Source: an optimization exercise on an open RTL-to-GDS flow (aim: small area and a short achievable clock period). Production flows keep margins and buffers that such runs may drop.
Function was checked by simulation only, so behaviour that the tests miss may differ from the original.
Power and IR drop assume default switching activity.

==> flow/design.v <==
module data_mem_responder (
  input  logic        ck,
  input  logic        rst_n,
  input  logic        is_load,
  input  logic        is_write,
  input  logic [8:0]  load_addr,
  input  logic [8:0]  write_addr,
  input  logic [15:0] data,
  output logic        mem_ready,
  output logic        ld_valid,
  output logic [15:0] ld_data,
  output logic        addr_err,
  output logic [1:0]  dbg_state
);
  logic r_busy, r_busy_o, r_ready, r_t1, r_t2, r_t3, r_st0, r_st1, r_vld, r_err;
  logic w_req, w_acc;
  assign w_req = is_load | is_write;
  assign r_ready = !r_busy;
  assign w_acc = r_ready & w_req;
  logic        r_ld, r_lerr, r_err_any, r_byp, r_rd_mem, r_wr_mem;
  logic [15:0] r_data;
  logic [7:0]  r_laddr, r_waddr;
  logic        w_lerr, w_werr, w_byp, w_rd_mem, w_wr_mem;
  assign w_lerr   = load_addr[8];
  assign w_werr   = write_addr[8];
  assign w_wr_mem = is_write & !w_werr;
  assign w_byp    = w_wr_mem & !w_lerr & (load_addr[7:0] == write_addr[7:0]);
  assign w_rd_mem = is_load & !w_lerr & !w_byp;
  always_ff @(posedge ck) begin
    if (r_ready) begin
      r_ld      <= is_load;
      r_lerr    <= w_lerr;
      r_err_any <= (is_load & w_lerr) | (is_write & w_werr);
      r_byp     <= w_byp;
      r_data    <= data;
      r_rd_mem  <= w_rd_mem;
      r_wr_mem  <= w_wr_mem;
      r_laddr   <= load_addr[7:0];
      r_waddr   <= write_addr[7:0];
    end
  end
  logic [255:0] r_sel;
  logic [15:0]  r_whi, r_wlo;
  always_ff @(posedge ck) begin
    for (int w = 0; w < 256; w++)
      r_sel[w] <= r_rd_mem & (r_laddr == 8'(w));
    for (int i = 0; i < 16; i++) begin
      r_whi[i] <= r_wr_mem & (r_waddr[7:4] == 4'(i));
      r_wlo[i] <= (r_waddr[3:0] == 4'(i));
    end
  end
  always_ff @(posedge ck or negedge rst_n) begin
    if (!rst_n) begin
      r_busy   <= 1'b0;
      r_busy_o <= 1'b0;
      r_t1    <= 1'b0;
      r_t2    <= 1'b0;
      r_t3    <= 1'b0;
      r_st0   <= 1'b0;
      r_st1   <= 1'b0;
      r_vld   <= 1'b0;
      r_err   <= 1'b0;
    end else begin
      r_busy   <= (r_busy | w_req) & !r_st1;
      r_busy_o <= w_acc | r_t1 | r_t2 | r_t3;
      r_t1    <= w_acc;
      r_t2    <= r_t1;
      r_t3    <= r_t2;
      r_st0   <= w_acc | r_t1 | r_t2;
      r_st1   <= r_t3;
      r_vld   <= r_t3 & r_ld;
      r_err   <= r_t3 & r_err_any;
    end
  end
  logic [15:0] r_mem [256];
  always_ff @(posedge ck) begin
    for (int w = 0; w < 256; w++)
      if (r_t3 & r_whi[w / 16] & r_wlo[w % 16])
        r_mem[w] <= r_data;
  end
  logic [15:0] w_slice_n [86];
  for (genvar i = 0; i < 85; i++) begin : g_slice
    for (genvar b = 0; b < 16; b++) begin : g_bit
      dmem_aoi222 u_aoi (
        .a0(r_sel[3 * i]),     .b0(r_mem[3 * i][b]),
        .a1(r_sel[3 * i + 1]), .b1(r_mem[3 * i + 1][b]),
        .a2(r_sel[3 * i + 2]), .b2(r_mem[3 * i + 2][b]),
        .y(w_slice_n[i][b])
      );
    end
  end
  assign w_slice_n[85] = ~({16{r_sel[255]}} & r_mem[255]);
  logic [15:0] w_part [8];
  always_comb begin
    for (int k = 0; k < 8; k++)
      w_part[k] = 16'h0;
    for (int i = 0; i < 86; i++)
      w_part[i * 8 / 86] = w_part[i * 8 / 86] | ~w_slice_n[i];
  end
  logic [15:0] r_part [8];
  always_ff @(posedge ck) begin
    for (int k = 0; k < 8; k++)
      r_part[k] <= w_part[k];
  end
  logic [15:0] w_rd;
  assign w_rd = r_part[0] | r_part[1] | r_part[2] | r_part[3] |
                r_part[4] | r_part[5] | r_part[6] | r_part[7] |
                ({16{r_byp}} & r_data) | ({16{r_lerr}} & 16'hDEAD);
  logic [15:0] r_ld_data;
  always_ff @(posedge ck or negedge rst_n) begin
    if (!rst_n)
      r_ld_data <= 16'h0;
    else if (r_t3 & r_ld)
      r_ld_data <= w_rd;
  end
  assign mem_ready = !r_busy_o;
  assign ld_valid  = r_vld;
  assign ld_data   = r_ld_data;
  assign addr_err  = r_err;
  assign dbg_state = {r_st1, r_st0};
endmodule
module dmem_aoi222 (
  input  logic a0, b0, a1, b1, a2, b2,
  output logic y
);
  assign y = ~((a0 & b0) | (a1 & b1) | (a2 & b2));
endmodule
clock: 4.0 ns
lec_check: 0
abc_clock_period_in_ps: 1500
cap_margin: 20
core_margin: 2
core_utilization: 70
cts_buf_list: sky130_fd_sc_hd__clkbuf_8 sky130_fd_sc_hd__clkbuf_16
cts_cluster_diameter: 100
cts_cluster_size: 26
setup_slack_margin: 1.85
slew_margin: 20
synth_hierarchical: 1
synth_memory_max_bits: 8192
standard.sh (not shown) runs the stock make flow with config.mk's settings and CLKGATE_MAP_FILE= SYNTH_SCRIPT=/design/flow/synth_recipe.tcl, a recipe that flattens the netlist after the stock synthesis.
==> flow/flow/run.sh <==
#!/bin/bash
# Standard layout with three changes: footprint-free resizing (so repair_timing can resize
# the port buffers), more antenna-repair iterations, and, between placement and CTS, the
# output-port flip-flops moved next to their port buffers at the pins.
set -euo pipefail
VARS="MATCH_CELL_FOOTPRINT=0 MAX_REPAIR_ANTENNAS_ITER_GRT=15 MAX_REPAIR_ANTENNAS_ITER_DRT=15"
bash standard.sh $VARS place > flow_make_place.log 2>&1
RESULTS=$PWD/orfs/results/$FLOW_PLATFORM/data_mem_responder/base openroad -no_init -exit flow/place_outputs.tcl > flow_place_outputs.log 2>&1
bash standard.sh $VARS finish > flow_make_finish.log 2>&1
Other scripts of this flow, unchanged in this note and not shown: flow/flow/move_out.tcl, flow/flow/place_outputs.tcl
The first run went through all stages and came out clean.
==> next run, changes <==
Settings changed: CORE_UTILIZATION 70 to 62, SETUP_SLACK_MARGIN 1.85 to 2.05.
Wire length went up by 3.7%.
Combinational power rose by about 6%.
Fmax climbs by 7.2%.
Via count hardly moves.
Synthesized area stays the same.
Cell area goes up by 2.3%.
Clock power hardly moves.
Critical path depth drops by 4.
Non-clock buffer count grows by 168.
==> next run, changes <==
Settings changed: SETUP_SLACK_MARGIN 2.05 to 1.85.
Outcome: The changed run produced a clean layout. Final cell count shrinks by 1.4%. Die area stays the same. Sequential power barely changes. Worst setup slack is worse by 0.12 ns. Non-clock buffer count came out lower by 153. Hold slack is about the same. Count of clock-buffer cells in the layout stays the same. Global-route usage shrinks by 0.36 points. Critical path depth increases by 5. Wire length decreases by 1.5%. Clock skew decreases by 0.0045 ns.

-- what the ideal ports hide --
Ports are ideal in the flow. The routed layouts listed here were re-timed in OpenROAD.
Step 1 assumes that a clkbuf_16 drives the clock port and a buf_2 every other input.
Step 2 also shifts input and output timing later by t, the mid clock arrival at the registers, as if the neighbouring blocks saw the same clock.
a / b / c = ideal ports / drivers / drivers and shift; a / b = the first two.
run | t, ns | slack for setup (ns) | worst hold slack (ns) | worst slew at a driven data input, ns | cell pins on the clock port's net
the first run | 0.987 | 1.587 / 1.587 / 1.000 | 0.393 / 0.393 / 0.393 | 0.14 | 1
the second run | 0.964 | 1.750 / 1.655 / 1.191 | 0.377 / 0.358 / 0.414 | 0.12 | 1
the third run | 0.958 | 1.635 / 1.650 / 0.721 | 0.379 / 0.363 / 0.405 | 0.13 | 1
After both steps setup and hold are still met in every run listed. The setup slack of the third run, which loses most, moves by +0.015 ns with the drivers and by -0.914 ns with both steps.
